Context: an optimization exercise on an open-source flow, tuned for a short achievable clock period and few clock cycles. The choices shown serve that exercise and are no tape-out recipe.
Function was checked by simulation only, so behaviour that the tests miss may differ from the original.
No activity file was given, so power comes from the tool's default toggle rates.

===== design/flow/design.v =====
package rv_isa_pkg;
    localparam int unsigned NUM_REGS = 32;   
    typedef enum logic [6:0] {
        OPC_LOAD   = 7'b0000011,
        OPC_OP_IMM = 7'b0010011,
        OPC_AUIPC  = 7'b0010111,
        OPC_STORE  = 7'b0100011,
        OPC_OP     = 7'b0110011,
        OPC_LUI    = 7'b0110111,
        OPC_BRANCH = 7'b1100011,
        OPC_JALR   = 7'b1100111,
        OPC_JAL    = 7'b1101111,
        OPC_SYSTEM = 7'b1110011
    } opcode_e;
    typedef logic [2:0] funct3_t;
    localparam funct3_t F3_SR = 3'b101;   
    typedef enum logic [3:0] {
        ALU_ADD  = 4'b0000,
        ALU_SLL  = 4'b0001,
        ALU_SLT  = 4'b0010,
        ALU_SLTU = 4'b0011,
        ALU_XOR  = 4'b0100,
        ALU_SRL  = 4'b0101,
        ALU_OR   = 4'b0110,
        ALU_AND  = 4'b0111,
        ALU_SUB  = 4'b1000,
        ALU_SRA  = 4'b1101
    } alu_op_e;
    typedef enum logic [2:0] {
        BR_EQ  = 3'b000,
        BR_NE  = 3'b001,
        BR_LT  = 3'b100,
        BR_GE  = 3'b101,
        BR_LTU = 3'b110,
        BR_GEU = 3'b111
    } branch_cond_e;
endpackage
package rv_pipe_pkg;
    typedef logic [32-1:0] word_t;
    typedef logic [5-1:0] reg_addr_t;
    typedef enum logic {
        FWD_REG = 1'b0,   
        FWD_WB  = 1'b1    
    } fwd_sel_e;
endpackage
module rv_fetch
#(
    parameter logic [32-1:0] RESET_ADDR = 32'h8000_0000
) (
    input  logic  clk,
    input  logic  rst_n,
    input  logic  stall_i,
    input  logic  redirect_i,
    input  rv_pipe_pkg::word_t target_i,
    input  logic  flush_i,
    input  rv_pipe_pkg::word_t instr_data_i,
    output rv_pipe_pkg::word_t instr_addr_o,
    output rv_pipe_pkg::word_t if_instr_o,
    output rv_pipe_pkg::word_t if_pc_o
);
    rv_pipe_pkg::word_t pc;
    rv_pipe_pkg::word_t pc_next;
    assign pc_next      = redirect_i ? target_i : pc + 32'd4;
    assign instr_addr_o = pc;   
    always_ff @(posedge clk or negedge rst_n) begin
        if (!rst_n) begin
            pc         <= RESET_ADDR;
            if_instr_o <= 32'h0000_0013;
        end else if (!stall_i) begin
            pc <= pc_next;
            if (flush_i) begin
                if_instr_o <= 32'h0000_0013;   
            end else begin
                if_instr_o <= instr_data_i;
            end
        end
    end
    always_ff @(posedge clk) begin
        if (!stall_i) begin
            if_pc_o <= pc;
        end
    end
endmodule
module rv_decode
(
    input  logic      clk,
    input  logic      rst_n,
    input  logic      stall_i,
    input  logic      flush_i,
    input  rv_pipe_pkg::word_t     if_instr_i,
    input  rv_pipe_pkg::word_t     if_pc_i,
    input  rv_pipe_pkg::word_t     rs1_data_i,
    input  rv_pipe_pkg::word_t     rs2_data_i,
    output rv_pipe_pkg::reg_addr_t rs1_addr_o,
    output rv_pipe_pkg::reg_addr_t rs2_addr_o,
    output rv_pipe_pkg::word_t     ex_pc_o,
    output rv_isa_pkg::alu_op_e   ex_op_o,
    output rv_isa_pkg::funct3_t   ex_funct3_o,
    output rv_pipe_pkg::reg_addr_t ex_rd_o,
    output logic      ex_reg_we_o,
    output logic      ex_branch_o,
    output rv_pipe_pkg::word_t     ex_opa_o,
    output rv_pipe_pkg::word_t     ex_opb_o,
    output rv_pipe_pkg::word_t     ex_rs2_val_o,
    output rv_pipe_pkg::reg_addr_t ex_rs1_idx_o,
    output rv_pipe_pkg::reg_addr_t ex_rs2_idx_o,
    output logic      ex_opb_is_reg_o,
    output rv_pipe_pkg::word_t     ex_imm_o,
    output logic      ex_valid_op_o
);
    rv_isa_pkg::opcode_e   opcode;
    rv_isa_pkg::funct3_t   funct3;
    rv_pipe_pkg::reg_addr_t rd;
    logic      funct7_b5;
    rv_pipe_pkg::word_t     imm_i, imm_b, imm_u, imm;
    logic      is_op, is_op_imm, is_lui, is_branch;
    logic      use_imm;
    rv_isa_pkg::alu_op_e   alu_op;
    assign opcode     = rv_isa_pkg::opcode_e'(if_instr_i[6:0]);
    assign rd         = if_instr_i[11:7];
    assign funct3     = if_instr_i[14:12];
    assign rs1_addr_o = if_instr_i[19:15];
    assign rs2_addr_o = if_instr_i[24:20];
    assign funct7_b5  = if_instr_i[30];
    assign imm_i = {{20{if_instr_i[31]}}, if_instr_i[31:20]};
    assign imm_b = {{20{if_instr_i[31]}}, if_instr_i[7], if_instr_i[30:25],
                    if_instr_i[11:8], 1'b0};
    assign imm_u = {if_instr_i[31:12], 12'b0};
    assign is_op     = (opcode == rv_isa_pkg::OPC_OP);
    assign is_op_imm = (opcode == rv_isa_pkg::OPC_OP_IMM);
    assign is_lui    = (opcode == rv_isa_pkg::OPC_LUI);
    assign is_branch = (opcode == rv_isa_pkg::OPC_BRANCH);
    assign use_imm   = is_op_imm || is_lui;
    assign imm = is_op_imm ? imm_i :
                 is_branch ? imm_b :
                 is_lui    ? imm_u : '0;
    always_comb begin
        case (opcode)
            rv_isa_pkg::OPC_OP:     alu_op = rv_isa_pkg::alu_op_e'({funct7_b5, funct3});
            rv_isa_pkg::OPC_OP_IMM: alu_op = rv_isa_pkg::alu_op_e'({(funct3 == rv_isa_pkg::F3_SR) & funct7_b5, funct3});
            default:    alu_op = rv_isa_pkg::ALU_ADD;   
        endcase
    end
    always_ff @(posedge clk or negedge rst_n) begin
        if (!rst_n) begin
            ex_reg_we_o   <= 1'b0;
            ex_branch_o   <= 1'b0;
            ex_valid_op_o <= 1'b1;
        end else if (!stall_i) begin
            if (flush_i) begin
                ex_reg_we_o   <= 1'b0;
                ex_branch_o   <= 1'b0;
                ex_valid_op_o <= 1'b1;
            end else begin
                ex_reg_we_o   <= is_op || use_imm;
                ex_branch_o   <= is_branch;
                ex_valid_op_o <= is_op || use_imm || is_branch;
            end
        end
    end
    always_ff @(posedge clk) begin
        if (!stall_i) begin
            ex_pc_o         <= if_pc_i;
            ex_op_o         <= alu_op;
            ex_funct3_o     <= funct3;
            ex_rd_o         <= rd;
            ex_opa_o        <= is_lui ? '0 : rs1_data_i;
            ex_opb_o        <= use_imm ? imm : rs2_data_i;
            ex_rs2_val_o    <= rs2_data_i;
            ex_rs1_idx_o    <= is_lui ? '0 : rs1_addr_o;   
            ex_rs2_idx_o    <= rs2_addr_o;
            ex_opb_is_reg_o <= !use_imm;
            ex_imm_o        <= imm;
        end
    end
endmodule
module rv_regfile_wb
(
    input  logic      clk,
    input  logic      rst_n,
    input  logic      stall_i,
    input  rv_pipe_pkg::reg_addr_t rs1_addr_i,
    input  rv_pipe_pkg::reg_addr_t rs2_addr_i,
    output rv_pipe_pkg::word_t     rs1_data_o,
    output rv_pipe_pkg::word_t     rs2_data_o,
    input  logic      wb_we_i,
    input  rv_pipe_pkg::reg_addr_t wb_rd_i,
    input  rv_pipe_pkg::word_t     wb_data_i,
    output logic      wb_valid_o,
    output rv_pipe_pkg::reg_addr_t wb_rd_o,
    output rv_pipe_pkg::word_t     wb_data_o
);
    rv_pipe_pkg::word_t regs [1:rv_isa_pkg::NUM_REGS-1];   
    logic  wr_en;
    assign wr_en = wb_we_i && (wb_rd_i != '0) && !stall_i;
    assign rs1_data_o = (rs1_addr_i == '0) ? '0 :
                        (wr_en && rs1_addr_i == wb_rd_i) ? wb_data_i : regs[rs1_addr_i];
    assign rs2_data_o = (rs2_addr_i == '0) ? '0 :
                        (wr_en && rs2_addr_i == wb_rd_i) ? wb_data_i : regs[rs2_addr_i];
    always_ff @(posedge clk) begin
        if (wr_en) begin
            regs[wb_rd_i] <= wb_data_i;
        end
    end
    assign wb_valid_o = wr_en;
    assign wb_rd_o    = wb_rd_i;
    assign wb_data_o  = wb_data_i;
endmodule
module rv_execute
(
    input  logic      clk,
    input  logic      rst_n,
    input  logic      stall_i,
    input  rv_pipe_pkg::word_t     ex_pc_i,
    input  rv_isa_pkg::alu_op_e   ex_op_i,
    input  rv_isa_pkg::funct3_t   ex_funct3_i,
    input  rv_pipe_pkg::reg_addr_t ex_rd_i,
    input  logic      ex_reg_we_i,
    input  logic      ex_branch_i,
    input  rv_pipe_pkg::word_t     ex_opa_i,
    input  rv_pipe_pkg::word_t     ex_opb_i,
    input  rv_pipe_pkg::word_t     ex_rs2_val_i,
    input  rv_pipe_pkg::reg_addr_t ex_rs1_idx_i,
    input  rv_pipe_pkg::reg_addr_t ex_rs2_idx_i,
    input  logic      ex_opb_is_reg_i,
    input  rv_pipe_pkg::word_t     ex_imm_i,
    input  logic      ex_valid_op_i,
    output rv_pipe_pkg::word_t     target_o,
    output logic      redirect_o,
    output logic      flush_o,
    output logic      wb_we_o,
    output rv_pipe_pkg::reg_addr_t wb_rd_o,
    output rv_pipe_pkg::word_t     wb_data_o,
    output logic      error_o
);
    rv_pipe_pkg::fwd_sel_e fwd_a, fwd_b;
    rv_pipe_pkg::word_t    rs1_val, rs2_val;
    rv_pipe_pkg::word_t    alu_b;
    rv_pipe_pkg::word_t    alu_res;
    logic     taken;
    assign fwd_a = (wb_we_o && wb_rd_o != '0 && wb_rd_o == ex_rs1_idx_i) ? rv_pipe_pkg::FWD_WB : rv_pipe_pkg::FWD_REG;
    assign fwd_b = (wb_we_o && wb_rd_o != '0 && wb_rd_o == ex_rs2_idx_i) ? rv_pipe_pkg::FWD_WB : rv_pipe_pkg::FWD_REG;
    assign rs1_val = (fwd_a == rv_pipe_pkg::FWD_WB) ? wb_data_o : ex_opa_i;
    assign rs2_val = (fwd_b == rv_pipe_pkg::FWD_WB) ? wb_data_o : ex_rs2_val_i;
    assign alu_b   = ex_opb_is_reg_i ? rs2_val : ex_opb_i;
    always_comb begin
        case (ex_op_i)
            rv_isa_pkg::ALU_SUB:  alu_res = rs1_val - alu_b;
            rv_isa_pkg::ALU_SLL:  alu_res = rs1_val << alu_b[4:0];
            rv_isa_pkg::ALU_SLT:  alu_res = {31'b0, $signed(rs1_val) < $signed(alu_b)};
            rv_isa_pkg::ALU_SLTU: alu_res = {31'b0, rs1_val < alu_b};
            rv_isa_pkg::ALU_XOR:  alu_res = rs1_val ^ alu_b;
            rv_isa_pkg::ALU_SRL:  alu_res = rs1_val >> alu_b[4:0];
            rv_isa_pkg::ALU_SRA:  alu_res = $signed(rs1_val) >>> alu_b[4:0];
            rv_isa_pkg::ALU_OR:   alu_res = rs1_val | alu_b;
            rv_isa_pkg::ALU_AND:  alu_res = rs1_val & alu_b;
            default:  alu_res = rs1_val + alu_b;   
        endcase
    end
    always_comb begin
        case (ex_funct3_i)
            rv_isa_pkg::BR_EQ:   taken = (rs1_val == rs2_val);
            rv_isa_pkg::BR_NE:   taken = (rs1_val != rs2_val);
            rv_isa_pkg::BR_LT:   taken = ($signed(rs1_val) < $signed(rs2_val));
            rv_isa_pkg::BR_GE:   taken = ($signed(rs1_val) >= $signed(rs2_val));
            rv_isa_pkg::BR_LTU:  taken = (rs1_val < rs2_val);
            rv_isa_pkg::BR_GEU:  taken = (rs1_val >= rs2_val);
            default: taken = 1'b0;
        endcase
    end
    assign target_o   = ex_pc_i + ex_imm_i;
    assign redirect_o = ex_branch_i && taken;
    assign flush_o    = redirect_o;   
    always_ff @(posedge clk or negedge rst_n) begin
        if (!rst_n) begin
            wb_we_o <= 1'b0;
            error_o <= 1'b0;
        end else if (!stall_i) begin
            wb_we_o <= ex_reg_we_i;
            if (!ex_valid_op_i) begin
                error_o <= 1'b1;   
            end
        end
    end
    always_ff @(posedge clk) begin
        if (!stall_i) begin
            wb_rd_o   <= ex_rd_i;
            wb_data_o <= alu_res;
        end
    end
endmodule
module rv_core_top
#(
    parameter logic [32-1:0] RESET_ADDR = 32'h8000_0000
) (
    input  logic      clk,
    input  logic      rst_n,
    input  logic      instr_ready_i,
    input  rv_pipe_pkg::word_t     instr_data_i,
    output rv_pipe_pkg::word_t     instr_addr_o,
    output logic      wb_valid_o,
    output rv_pipe_pkg::reg_addr_t wb_rd_o,
    output rv_pipe_pkg::word_t     wb_data_o,
    output logic      error_o
);
    logic      stall;
    logic      redirect, flush;
    rv_pipe_pkg::word_t     target;
    rv_pipe_pkg::word_t     if_instr, if_pc;
    rv_pipe_pkg::reg_addr_t rs1_addr, rs2_addr;
    rv_pipe_pkg::word_t     rs1_data, rs2_data;
    rv_pipe_pkg::word_t     ex_pc, ex_opa, ex_opb, ex_rs2_val, ex_imm;
    rv_isa_pkg::alu_op_e   ex_op;
    rv_isa_pkg::funct3_t   ex_funct3;
    rv_pipe_pkg::reg_addr_t ex_rd, ex_rs1_idx, ex_rs2_idx;
    logic      ex_reg_we, ex_branch, ex_opb_is_reg, ex_valid_op;
    logic      wb_we;
    rv_pipe_pkg::reg_addr_t wb_rd;
    rv_pipe_pkg::word_t     wb_data;
    assign stall = !instr_ready_i;   
    rv_fetch #(.RESET_ADDR(RESET_ADDR)) u_fetch (
        .clk(clk), .rst_n(rst_n), .stall_i(stall),
        .redirect_i(redirect), .target_i(target), .flush_i(flush),
        .instr_data_i(instr_data_i), .instr_addr_o(instr_addr_o),
        .if_instr_o(if_instr), .if_pc_o(if_pc)
    );
    rv_decode u_decode (
        .clk(clk), .rst_n(rst_n), .stall_i(stall), .flush_i(flush),
        .if_instr_i(if_instr), .if_pc_i(if_pc),
        .rs1_data_i(rs1_data), .rs2_data_i(rs2_data),
        .rs1_addr_o(rs1_addr), .rs2_addr_o(rs2_addr),
        .ex_pc_o(ex_pc), .ex_op_o(ex_op), .ex_funct3_o(ex_funct3), .ex_rd_o(ex_rd),
        .ex_reg_we_o(ex_reg_we), .ex_branch_o(ex_branch),
        .ex_opa_o(ex_opa), .ex_opb_o(ex_opb), .ex_rs2_val_o(ex_rs2_val),
        .ex_rs1_idx_o(ex_rs1_idx), .ex_rs2_idx_o(ex_rs2_idx),
        .ex_opb_is_reg_o(ex_opb_is_reg), .ex_imm_o(ex_imm), .ex_valid_op_o(ex_valid_op)
    );
    rv_regfile_wb u_regfile (
        .clk(clk), .rst_n(rst_n), .stall_i(stall),
        .rs1_addr_i(rs1_addr), .rs2_addr_i(rs2_addr),
        .rs1_data_o(rs1_data), .rs2_data_o(rs2_data),
        .wb_we_i(wb_we), .wb_rd_i(wb_rd), .wb_data_i(wb_data),
        .wb_valid_o(wb_valid_o), .wb_rd_o(wb_rd_o), .wb_data_o(wb_data_o)
    );
    rv_execute u_execute (
        .clk(clk), .rst_n(rst_n), .stall_i(stall),
        .ex_pc_i(ex_pc), .ex_op_i(ex_op), .ex_funct3_i(ex_funct3), .ex_rd_i(ex_rd),
        .ex_reg_we_i(ex_reg_we), .ex_branch_i(ex_branch),
        .ex_opa_i(ex_opa), .ex_opb_i(ex_opb), .ex_rs2_val_i(ex_rs2_val),
        .ex_rs1_idx_i(ex_rs1_idx), .ex_rs2_idx_i(ex_rs2_idx),
        .ex_opb_is_reg_i(ex_opb_is_reg), .ex_imm_i(ex_imm), .ex_valid_op_i(ex_valid_op),
        .target_o(target), .redirect_o(redirect), .flush_o(flush),
        .wb_we_o(wb_we), .wb_rd_o(wb_rd), .wb_data_o(wb_data), .error_o(error_o)
    );
endmodule

===== design/flow/run.sh =====
#!/bin/bash
# synth_recipe.tcl (not shown) runs the flow's synth.tcl, then flattens the netlist and writes it again
# the make line also repeats each setting of config.mk as NAME=value (left out here)
make -C /OpenROAD-flow-scripts/flow DESIGN_CONFIG=/design/flow/config.mk WORK_HOME=/design/flow/orfs CLKGATE_MAP_FILE= SYNTH_SCRIPT=/design/flow/synth_recipe.tcl finish

===== design/flow/config.mk =====
export PLATFORM = sky130hd
export DESIGN_NAME = rv_core_top
export DESIGN_NICKNAME = rv_core_top
export VERILOG_FILES = /design/flow/design.v
export SDC_FILE = /design/flow/constraint.sdc
export NUM_CORES = 4
export LEC_CHECK = 0
export CAP_MARGIN = 20
export CORE_MARGIN = 2
export CORE_UTILIZATION = 40
export SLEW_MARGIN = 20

===== design/flow/constraint.sdc =====
create_clock -name core_clock -period 6.5 [get_ports {clk}]
set_input_delay 1.3000 -clock core_clock [delete_from_list [all_inputs] [get_ports {clk}]]
set_output_delay 1.3000 -clock core_clock [all_outputs]
set_load 0.01 [all_outputs]

==> metrics.log <==
INFO  metric leakagePower = roughly 28 nW
INFO  metric tns = 0 ns
INFO  metric ys_ff_latch = 1,313
INFO  metric cts_tree = built
INFO  metric worst_slew_pin_slew = between 1 and 1.5 ns
INFO  metric wl_per_cell = between 30 and 40 um
INFO  metric timing.rr.start = u_execute.wb_rd_o[3]
INFO  metric largest_cells_by_area_after_synthesis = edfxtp_1 52%, mux4_2 16%, mux2i_1 4.4%
INFO  metric crit_chain = or3_1, o2111a_1, nand2_2, buf_12, mux2i_1, inv_1, ha_1, buf_4, a211oi_1, nor4_1, a211oi_1, o21ai_0, a2111oi_0, buf_4, o31a_1, o21ai_0, a31o_2, mux2i_1, nand4_1
INFO  metric synthMostInstantiatedCell = edfxtp_1
INFO  metric ant_nets = 0
INFO  metric routed_via_density = between 6 and 7
INFO  metric num-nets-final = about 5,500
INFO  metric cap_viol_max_count = 0
INFO  metric reg2reg_depth = 19
INFO  metric routed-via-count = around 51,000
INFO  metric yosys.area.top_type_share = 0.521
INFO  metric post_synth.cell_area_avg = about 14 um2
INFO  metric die_w = approximately 430 um
INFO  metric report.final.hold_viol_count = 0
INFO  metric global_route.overflow_total = 0
INFO  metric yosysUniqueCellTypes = 87
INFO  metric antenna_found_initial = 7
INFO  metric cts.sinks = roughly 1,300
INFO  metric regToRegSetupSlack = 0.38 ns
INFO  metric crit_path_top_delay_cell = edfxtp_1
INFO  metric syn-instance-count = around 5,200
INFO  metric power_frac_seq = 0.419
INFO  metric tritoncts.num_buffers = 145
INFO  metric critical_path.startpoint_type = register
INFO  metric worst_hold_slack = ~0.3 ns
INFO  metric power_frac_comb = 0.243
INFO  metric cts.clk_slew.worst_paths = roughly 0.07 ns
INFO  metric number_of_flops_mapped_to_enable_cells_by_yosys = 1,244
INFO  metric drc_errors = 0
INFO  metric required = 7.02 ns
INFO  metric synthTopCellsByCount = 1,244 x edfxtp_1, 511 x mux4_2, 426 x nor2_1
INFO  metric route.final.wire_length = 261,000 um
INFO  metric drt_iter0_drc = roughly 7,300
INFO  metric initial_core_util = 0.402
INFO  metric floorplan.io_pins = 106
INFO  metric ir_worst_vdd = 0.000234 V
INFO  metric first_pass_iters = 6
INFO  metric report.final.slew_viol_count = 0
INFO  metric min_path_type = in -> async
INFO  metric cts_resized = 0
INFO  metric std_cell_rows = 155
INFO  metric worst_r2r_endpoint = u_execute.wb_data_o[29]
INFO  metric fp.dieArea = roughly 180,000 um2
INFO  metric ys_async_sr_fraction = 0.0526
INFO  metric synth_seq_area_share = 0.545
INFO  metric layout_worst_path_cycle_share = 0.941
INFO  metric first_pass_grt_wire_length = between 300,000 and 400,000 um
INFO  metric fmax = 164 MHz
INFO  metric status = finished clean
INFO  metric hold_buffers = 0
INFO  metric pin_count_of_the_biggest_net_entering_global_routing = roughly 160
INFO  metric synth-main-ff-cell = edfxtp_1
INFO  metric synthesis.area = ~72,000 um2
INFO  metric critical_path.max_fanout = between 40 and 50
INFO  metric power_switching = approximately 0.0078 W
INFO  metric design_area = between 80,000 and 90,000 um2
INFO  metric place.gp.congestion = just over 1
INFO  metric htree_levels = 4
INFO  metric post-cts-setup-buffer-count = 0
INFO  metric power.switching_fraction = 0.316
INFO  metric die_h = about 430 um
INFO  metric yosysTopAreaCell = edfxtp_1
INFO  metric first_global_vias = ~49,000
INFO  metric buffer_ports.inserted = ~110
INFO  metric num-fill-cells = 15,744
INFO  metric rsz0062_at_grt = no
INFO  metric clock_latency = around 0.81 ns
INFO  metric period_minus_slack = 6.12 ns
INFO  metric power_report.internal_total = between 0.015 and 0.02 W
INFO  metric area_growth = 13.4%
INFO  metric synth_fp_nets = 5,370
INFO  metric critPathKind = reg -> reg
INFO  metric slew_headroom = 0.199
INFO  metric arrival = 6.64 ns
INFO  metric final.setup_skew = between 0.03 and 0.04 ns
INFO  metric setup_viol_count_final = 0
INFO  metric globalRouteTotalUtil = 0.282
INFO  metric pwr-share-clk = 0.338
INFO  metric hpwlAfterDp = between 150,000 and 200,000 um
INFO  metric synth_warnings = 4
INFO  metric clockRootBuffer = clkbuf_16
INFO  metric core_area = between 150,000 and 200,000 um2
INFO  metric pwr_density_cell = between 300 and 400 nW/um2
INFO  metric cts_max_path_buffers = 3
INFO  metric crit_path_max_incr_delay = between 0.6 and 0.7 ns
INFO  metric cp-end-kind = register
INFO  metric placement.cell_area = about 77,000 um2
INFO  metric final_layout_size_suffix_gt1_frac = 0.205
[sequential cells by signal, indices dropped and copies added (netlist names), 3 cells and up]
register               count
u_fetch.pc                32
u_decode.ex_pc_o          32
u_fetch.if_pc_o           32
u_decode.ex_op_o           4
u_execute.wb_rd_o          5
u_decode.ex_rs1_idx_o      5
u_regfile.regs           992
u_fetch.if_instr_o        32
u_execute.wb_data_o       32
u_decode.ex_rd_o           5
u_decode.ex_funct3_o       3
u_decode.ex_opa_o         32
u_decode.ex_imm_o         32
u_decode.ex_rs2_val_o     32
u_decode.ex_opb_o         32
u_decode.ex_rs2_idx_o      5
[worst max-delay path by stage]
stage | startpoint | end | slack, ns | cells after the start
global placement | u_execute.wb_rd_o[3] | u_execute.wb_data_o[29] | 0.50 | 19
global route | u_execute.wb_rd_o[3] | u_execute.wb_data_o[29] | 0.04 | 19
CTS | u_execute.wb_rd_o[3] | u_execute.wb_data_o[29] | 0.41 | 19
floorplan | u_execute.wb_rd_o[2] | u_fetch.if_instr_o[13] | 0.56 | 24
detailed placement | u_execute.wb_rd_o[3] | u_execute.wb_data_o[29] | 0.46 | 19
finish | u_execute.wb_rd_o[3] | u_execute.wb_data_o[29] | 0.38 | 19
[critical path: cells and delay by family (launching register included)]
kind | cells | cell delay (ns)
AO/OA/AOI/OAI | 8 | 2.53
flip-flops | 1 | 0.61
multiplexers | 2 | 0.64
adder cells (fa/ha/maj) | 1 | 0.33
buffers and inverters | 4 | 0.80
AND/OR/NAND/NOR | 4 | 0.90
[power groups by stage]
stage               Sequential, W  Combinational, W  Clock [W]
floorplan                  0.0105           0.00335          0
global placement           0.0105           0.00582          0
detailed placement         0.0105           0.00583          0
CTS                        0.0103           0.00585    0.00846
global route               0.0104           0.00631    0.00878
finish                     0.0103           0.00600    0.00836
[cells in the final DEF, fill, tap and decap left out, types with 29 or more instances in the layout]
cell,count
mux4_2,511
o22ai_1,76
inv_1,131
a21o_1,74
dfrtp_1,55
ha_1,161
nand2_1,243
and3_1,32
clkbuf_16,148
clkdlybuf4s50_1,103
edfxtp_1,1244
buf_4,202
nor2b_1,29
a21oi_1,328
a31oi_1,32
o21ai_0,153
mux2_2,53
nor2_1,392
nand4_1,32
a211oi_1,138
nor2_4,33
mux2i_1,316
xnor2_1,47
clkbuf_1,29
o211ai_1,48
nor3_1,59
o221ai_1,42
nand3_1,61
clkinv_1,35
and2_1,33
o2bb2ai_1,30
[through the flow]
stage | instances | utilization | setup slack [ns] | power [W]
floorplan | 5171 | - | 0.556 | 0.0139
global placement | 7471 | 0.429 | 0.496 | 0.0163
detailed placement | 7471 | 0.429 | 0.458 | 0.0163
CTS | 7736 | 0.456 | 0.413 | 0.0246
global route | 7736 | 0.456 | 0.0390 | 0.0254
finish | 7738 | 0.456 | 0.385 | 0.0247
[routing by layer]
metal  global-route usage  vias to the layer above  routed length (um)
li1                     -                    21018                   -
met2                0.433                     2788              118000
met3               0.0540                      515               24500
met5                    0                        -                  21
met1                0.396                    26188              106000
met4                0.115                        4               11900
[cells by family (layout without fill, tap and decap cells)]
kind of cell | count (synthesis) | count (layout) | share of synthesized area
buffers and inverters | 524 | 734 | 0.0284
other | 0 | 2 | 0
and+or+nand+nor | 1013 | 1013 | 0.0637
xor gates and xnor gates | 67 | 67 | 0.00818
AOI/OAI and AO/OA | 1210 | 1210 | 0.113
muxes | 880 | 880 | 0.213
DFF | 1313 | 1313 | 0.545
adders and majority gates | 164 | 164 | 0.0289
[final cells by class]
type | count | area, um2 | area share
antenna | 2 | 5.00 | 0.0000615
clock buffer | 180 | 3850 | 0.0474
clock inverter | 85 | 896 | 0.0110
inverter | 138 | 520 | 0.00640
multi-input combinational | 3334 | 31000 | 0.381
sequential | 1313 | 39100 | 0.481
tap | 2355 | 2950 | 0.0362
timing repair buffer | 331 | 3060 | 0.0376
Testbench counts, summed over its fixed seeds: cycles 25,945.

[what the ideal ports hide]
How much do the figures lean on ideal ports? The routed layout below was timed once more, with nothing changed but the port constraints.
Step 1 sets driving cells, clkbuf_16 on the clock port and buf_2 on the other inputs (assumed; they add their load-dependent delay and slew).
Step 2 also shifts input and output timing later by t, the mid clock arrival at the registers, as if the neighbouring blocks saw the same clock.
Three values: no drivers, after step 1, after step 2; two values: the first two.
shift t [ns]: 0.879
setup WS [ns]: 0.385 / 0.385 / 0.385
worst hold slack (ns): 0.305 / 0.255 / 0.412
pins driven straight from the clock port: 1
After both steps this run still meets setup and hold. The setup slack of this run moves by 0.000 ns with the drivers and by 0.000 ns with both steps.
